What follows belongs to an exercise in optimizing a design on an open flow for small area; a production flow would make more cautious choices.
The RTL was checked by simulation tests, not by an equivalence proof against the original design.
Power and IR drop assume default switching activity.

== wip/yarrow ==
==> flow/design.v <==
`default_nettype none
package csr_pkg;
  localparam int unsigned XLEN              = 32;
  localparam int unsigned NUM_PERF_COUNTERS = 9;
  localparam logic [1:0] MXL_RV32         = 2'd1;   
  localparam int unsigned MSTATUS_MIE_BIT  = 3;
  localparam int unsigned MSTATUS_MPIE_BIT = 7;
  localparam logic [1:0] PRIV_LVL_M       = 2'd3;   
  localparam logic [1:0] PCMR_RESET       = 2'd3;   
  localparam logic [6:0] PCCR_BASE_UPPER = 7'b0111100;
  typedef enum logic [1:0] {
    CSR_OP_NONE  = 2'd0,
    CSR_OP_WRITE = 2'd1,
    CSR_OP_SET   = 2'd2,
    CSR_OP_CLEAR = 2'd3
  } csr_op_e;
  typedef enum logic [11:0] {
    CSR_MSTATUS = 12'h300,
    CSR_MISA    = 12'h301,
    CSR_MTVEC   = 12'h305,
    CSR_MEPC    = 12'h341,
    CSR_MCAUSE  = 12'h342,
    CSR_PCCR31  = 12'h79F,   
    CSR_PCER    = 12'h7A0,
    CSR_PCMR    = 12'h7A1,
    CSR_MHARTID = 12'hF14
  } csr_num_e;
  typedef enum int unsigned {
    EV_CYCLE        = 0,
    EV_INSTR        = 1,
    EV_IMISS        = 2,
    EV_LOAD         = 3,
    EV_STORE        = 4,
    EV_JUMP         = 5,
    EV_BRANCH       = 6,
    EV_BRANCH_TAKEN = 7,
    EV_COMPRESSED   = 8
  } perf_event_e;
endpackage
`default_nettype wire
`timescale 1ns/1ns
`default_nettype none
import csr_pkg::*;
module csr_unit_top #(
  parameter bit RV32E = 1'b0,
  parameter bit RV32M = 1'b1
) (
  input  logic            clk_i,
  input  logic            rst_ni,
  input  logic [csr_pkg::XLEN-1:0] boot_addr_i,
  input  logic [3:0]      core_id_i,
  input  logic [5:0]      cluster_id_i,
  input  logic            csr_access_i,
  input  logic [11:0]             csr_addr_i,
  input  logic [csr_pkg::XLEN-1:0] csr_wdata_i,
  input  logic [1:0]              csr_op_i,
  output logic [csr_pkg::XLEN-1:0] csr_rdata_o,
  input  logic [csr_pkg::XLEN-1:0] pc_if_i,
  input  logic [csr_pkg::XLEN-1:0] pc_id_i,
  input  logic            csr_save_if_i,
  input  logic            csr_save_id_i,
  input  logic            csr_save_cause_i,
  input  logic [5:0]      csr_cause_i,
  input  logic            csr_restore_mret_i,
  output logic            m_irq_enable_o,
  output logic [csr_pkg::XLEN-1:0] mepc_o,
  input  logic            if_valid_i,
  input  logic            id_valid_i,
  input  logic            is_compressed_i,
  input  logic            is_decoding_i,
  input  logic            imiss_i,
  input  logic            pc_set_i,
  input  logic            jump_i,
  input  logic            branch_i,
  input  logic            branch_taken_i,
  input  logic            mem_load_i,
  input  logic            mem_store_i
);
  localparam int unsigned NC = NUM_PERF_COUNTERS;
  localparam logic [XLEN-1:0] MISA_VALUE =
      (XLEN'(1)     <<  2)
    | (XLEN'(RV32E) <<  4)
    | (XLEN'(1)     <<  8)
    | (XLEN'(RV32M) << 12)
    | (XLEN'(MXL_RV32) << 30);
  logic            mie_q, mpie_q;
  logic [XLEN-1:0] mepc_q;
  logic [5:0]      mcause_q;
  logic [NC-1:0]   pcer_q;
  logic [1:0]      pcmr_q;
  logic [NC-1:0]   pend_q;                
  logic [NC-1:0][XLEN-1:0] cnt_q;
  logic [11:0] a;
  assign a = csr_addr_i;
  logic sel_mstatus, sel_misa, sel_mtvec, sel_mepc, sel_mcause, sel_mhartid;
  logic sel_pcer, sel_pcmr, sel_all, in_pccr;
  logic [NC-1:0] sel_cnt;
  assign sel_mstatus = (a == CSR_MSTATUS);
  assign sel_misa    = (a == CSR_MISA);
  assign sel_mtvec   = (a == CSR_MTVEC);
  assign sel_mepc    = (a == CSR_MEPC);
  assign sel_mcause  = (a == CSR_MCAUSE);
  assign sel_mhartid = (a == CSR_MHARTID);
  assign sel_pcer    = (a == CSR_PCER);
  assign sel_pcmr    = (a == CSR_PCMR);
  assign sel_all     = (a == CSR_PCCR31);
  assign in_pccr     = (a[11:5] == PCCR_BASE_UPPER);
  always_comb begin
    for (int c = 0; c < NC; c++) sel_cnt[c] = in_pccr && (a[4:0] == 5'(c));
  end
  logic [XLEN-1:0] cnt_rd;
  always_comb begin
    case (a[3:0])
      4'd0: cnt_rd = cnt_q[0];
      4'd1: cnt_rd = cnt_q[1];
      4'd2: cnt_rd = cnt_q[2];
      4'd3: cnt_rd = cnt_q[3];
      4'd4: cnt_rd = cnt_q[4];
      4'd5: cnt_rd = cnt_q[5];
      4'd6: cnt_rd = cnt_q[6];
      4'd7: cnt_rd = cnt_q[7];
      4'd8: cnt_rd = cnt_q[8];
      default: cnt_rd = '0;
    endcase
  end
  always_comb begin
    csr_rdata_o = '0;
    if (sel_mstatus) begin
      csr_rdata_o[12:11]            = PRIV_LVL_M;
      csr_rdata_o[MSTATUS_MPIE_BIT] = mpie_q;
      csr_rdata_o[MSTATUS_MIE_BIT]  = mie_q;
    end
    csr_rdata_o = csr_rdata_o
                | ({XLEN{sel_misa}}    & MISA_VALUE)
                | ({XLEN{sel_mtvec}}   & boot_addr_i)
                | ({XLEN{sel_mepc}}    & mepc_q)
                | ({XLEN{sel_mcause}}  & {mcause_q[5], 26'b0, mcause_q[4:0]})
                | ({XLEN{sel_mhartid}} & {21'b0, cluster_id_i, 1'b0, core_id_i})
                | ({XLEN{sel_pcer}}    & XLEN'(pcer_q))
                | ({XLEN{sel_pcmr}}    & XLEN'(pcmr_q));
    csr_rdata_o = csr_rdata_o | ({XLEN{in_pccr & ~a[4]}} & cnt_rd);
  end
  logic            we;
  logic [XLEN-1:0] wdata;
  assign we = csr_access_i & (csr_op_i != CSR_OP_NONE);
  always_comb begin
    unique case (csr_op_i)
      CSR_OP_SET:   wdata = csr_wdata_i | csr_rdata_o;
      CSR_OP_CLEAR: wdata = ~csr_wdata_i & csr_rdata_o;
      default:      wdata = csr_wdata_i;
    endcase
  end
  logic            mie_n, mpie_n;
  logic [XLEN-1:0] mepc_n;
  logic [5:0]      mcause_n;
  always_comb begin
    mie_n    = mie_q;
    mpie_n   = mpie_q;
    mcause_n = mcause_q;
    if (we && sel_mstatus) begin
      mie_n  = wdata[MSTATUS_MIE_BIT];
      mpie_n = wdata[MSTATUS_MPIE_BIT];
    end
    if (we && sel_mcause) mcause_n = {wdata[XLEN-1], wdata[4:0]};
    if (csr_save_cause_i) begin
      mcause_n = csr_cause_i;
      mpie_n   = mie_q;
      mie_n    = 1'b0;
    end else if (csr_restore_mret_i) begin
      mie_n  = mpie_q;
      mpie_n = 1'b1;
    end
  end
  logic mepc_s_if, mepc_s_id, mepc_s_wr, mepc_s_hold;
  assign mepc_s_if   = csr_save_cause_i & csr_save_if_i & ~csr_save_id_i;
  assign mepc_s_id   = csr_save_cause_i & ~(csr_save_if_i & ~csr_save_id_i);
  assign mepc_s_wr   = ~csr_save_cause_i & we & sel_mepc;
  assign mepc_s_hold = ~csr_save_cause_i & ~(we & sel_mepc);
  assign mepc_n = ({XLEN{mepc_s_if}} & pc_if_i) | ({XLEN{mepc_s_id}} & pc_id_i)
                | ({XLEN{mepc_s_wr}} & wdata)   | ({XLEN{mepc_s_hold}} & mepc_q);
  assign m_irq_enable_o = mie_q;
  assign mepc_o         = mepc_q;
  logic [NC-1:0] ev;
  assign ev[EV_CYCLE]        = 1'b1;
  assign ev[EV_INSTR]        = if_valid_i;
  assign ev[EV_IMISS]        = imiss_i & ~pc_set_i;
  assign ev[EV_LOAD]         = mem_load_i;
  assign ev[EV_STORE]        = mem_store_i;
  assign ev[EV_JUMP]         = jump_i;
  assign ev[EV_BRANCH]       = branch_i;
  assign ev[EV_BRANCH_TAKEN] = branch_taken_i;
  assign ev[EV_COMPRESSED]   = id_valid_i & is_decoding_i & is_compressed_i;
  logic [NC-1:0][XLEN-1:0] cnt_n;
  for (genvar c = 0; c < NC; c++) begin : g_cnt
    logic [XLEN:0]   cy;    
    logic [XLEN-1:0] inc;
    logic wr, blk;
    assign cy[0] = pend_q[c];
    assign wr    = we && (sel_cnt[c] || sel_all);
    assign blk   = pcmr_q[1] & cy[XLEN] & ~wr;
    for (genvar b = 0; b < XLEN; b++) begin : g_bit
      assign inc[b]  = cnt_q[c][b] ^ cy[b];
      assign cy[b+1] = cnt_q[c][b] & cy[b];
    end
    assign cnt_n[c] = ({XLEN{~wr}} | wdata) & (inc | {XLEN{wr | blk}});
  end
  always_ff @(posedge clk_i or negedge rst_ni) begin
    if (!rst_ni) begin
      mie_q    <= 1'b0;
      mpie_q   <= 1'b0;
      mepc_q   <= '0;
      mcause_q <= '0;
      pcer_q   <= '0;
      pcmr_q   <= PCMR_RESET;
      pend_q   <= '0;
      cnt_q    <= '0;
    end else begin
      mie_q    <= mie_n;
      mpie_q   <= mpie_n;
      mepc_q   <= mepc_n;
      mcause_q <= mcause_n;
      if (we && sel_pcer) pcer_q <= wdata[NC-1:0];
      if (we && sel_pcmr) pcmr_q <= wdata[1:0];
      pend_q   <= ev & pcer_q & {NC{pcmr_q[0]}};
      cnt_q    <= cnt_n;
    end
  end
endmodule
`default_nettype wire
export LEC_CHECK = 0
export CAP_MARGIN = 5
export CORE_MARGIN = 2
export CORE_UTILIZATION = 65
export PLACE_DENSITY = 0.75
export SLEW_MARGIN = 5
create_clock -name core_clock -period 10.0 [get_ports {clk_i}]
standard.sh (not shown) runs the stock make flow with config.mk's settings and CLKGATE_MAP_FILE= SYNTH_SCRIPT=/design/flow/synth_recipe.tcl, a recipe that flattens the netlist after the stock synthesis.
==> flow/flow/run.sh <==
#!/bin/bash
# The standard ORFS layout (standard.sh) with three changes:
#  - synthesis maps with an area-oriented ABC script (flow/my_synth.tcl),
#  - port buffers are buf_1 instead of the default clkdlybuf4s50_1,
#  - CTS uses larger sink clusters and no dummy loads,
#  - repairs use buffers no larger than buf_2 (flow/small_bufs.tcl).
set -euo pipefail
export FLOW_WORK=$PWD
export BUFFER_PORTS_ARGS="-buffer_cell sky130_fd_sc_hd__buf_1"
export CTS_ARGS="-sink_clustering_enable -repair_clock_nets -buf_list sky130_fd_sc_hd__clkbuf_16 -sink_clustering_size 26 -sink_clustering_max_diameter 90 -dont_use_dummy_load"
for s in GLOBAL_PLACE RESIZE CTS GLOBAL_ROUTE; do export PRE_${s}_TCL=$PWD/flow/small_bufs.tcl; done
bash standard.sh SYNTH_SCRIPT=$PWD/flow/my_synth.tcl finish > standard.log 2>&1
==> flow/flow/abc_area.script <==
strash
balance
rewrite
refactor
balance
rewrite
rewrite -z
balance
refactor -z
rewrite -z
balance
dc2
&get -n
&dch -f
&nf -a -p -F 8 -A 8 -C 32 -R 1000
&put
==> flow/flow/my_synth.tcl <==
# The standard synthesis (synth_recipe.tcl in the work folder), with one
# change: the final ABC technology mapping uses flow/abc_area.script, an
# area-oriented script, instead of ORFS's speed script. Registers are mapped
# by dfflibmap before ABC runs, so they are the standard synthesis's.
proc abc {args} {
  set i [lsearch $args -script]
  if {$i >= 0} { lset args [expr {$i + 1}] $::env(FLOW_WORK)/flow/abc_area.script }
  yosys abc {*}$args
}
source $::env(FLOW_WORK)/synth_recipe.tcl
==> flow/flow/small_bufs.tcl <==
# Repair buffers: keep the resizer to the small buffer sizes.
set_dont_use [get_lib_cells {sky130_fd_sc_hd__buf_4 sky130_fd_sc_hd__buf_6 sky130_fd_sc_hd__buf_8 sky130_fd_sc_hd__buf_12 sky130_fd_sc_hd__buf_16}]
The flow did not stop early for wip/yarrow: all stages ran, and the layout cleared the timing, DRC and antenna checks.
### wip/yarrow -> wip/xenon
==> flow/flow/run.sh <==
#!/bin/bash
# The standard ORFS layout (standard.sh) with three changes:
#  - synthesis maps with an area-oriented ABC script (flow/my_synth.tcl),
#  - port buffers are buf_1 instead of the default clkdlybuf4s50_1,
#  - CTS uses larger sink clusters and no dummy loads.
set -euo pipefail
export FLOW_WORK=$PWD
export BUFFER_PORTS_ARGS="-buffer_cell sky130_fd_sc_hd__buf_1"
export CTS_ARGS="-sink_clustering_enable -repair_clock_nets -buf_list sky130_fd_sc_hd__clkbuf_16 -sink_clustering_size 28 -sink_clustering_max_diameter 100 -dont_use_dummy_load"
bash standard.sh SYNTH_SCRIPT=$PWD/flow/my_synth.tcl finish > standard.log 2>&1
removed: flow/flow/small_bufs.tcl
[summary]
- Diff wip/xenon..wip/yarrow | count of inserted tapcells | unchanged
- Die area: wip/xenon vs wip/yarrow identical
- On number of standard cells in the layout, taps in and fillers out, wip/xenon tracks wip/yarrow almost exactly.
- NOTE leakage power total wip/yarrow->wip/xenon decreased slightly
- wip/xenon reports a lower final hold slack than wip/yarrow does.
- wip/xenon against wip/yarrow: wire length the detailed router placed on met1 moved down, count of clock buffers in the final design went down by 1.

## static timing again, ports no longer ideal
The flow's constraints put no driver on any port. The routed layouts listed below were extracted and timed again, unchanged, in two steps.
Step 1 sets driving cells, clkbuf_16 on the clock port and buf_2 on the other inputs (assumed; they add their load-dependent delay and slew).
Step 2 times the ports against the registers' clock, not the clock port: input delays grow and output delays shrink by t, the midpoint of the rising clock arrivals with the driver on.
Slacks: ideal ports / drivers / drivers and shift; pairs: ideal ports / drivers.
run | t, ns | setup slack, ns | worst setup path after step 2 | worst slew at a driven data input, ns
wip/yarrow | 0.568 | 1.672 / 1.672 / 1.672 | register to register | 0.15
wip/xenon | 0.559 | 2.221 / 2.221 / 2.221 | register to register | 0.12
After both steps setup and hold are still met in every run listed.
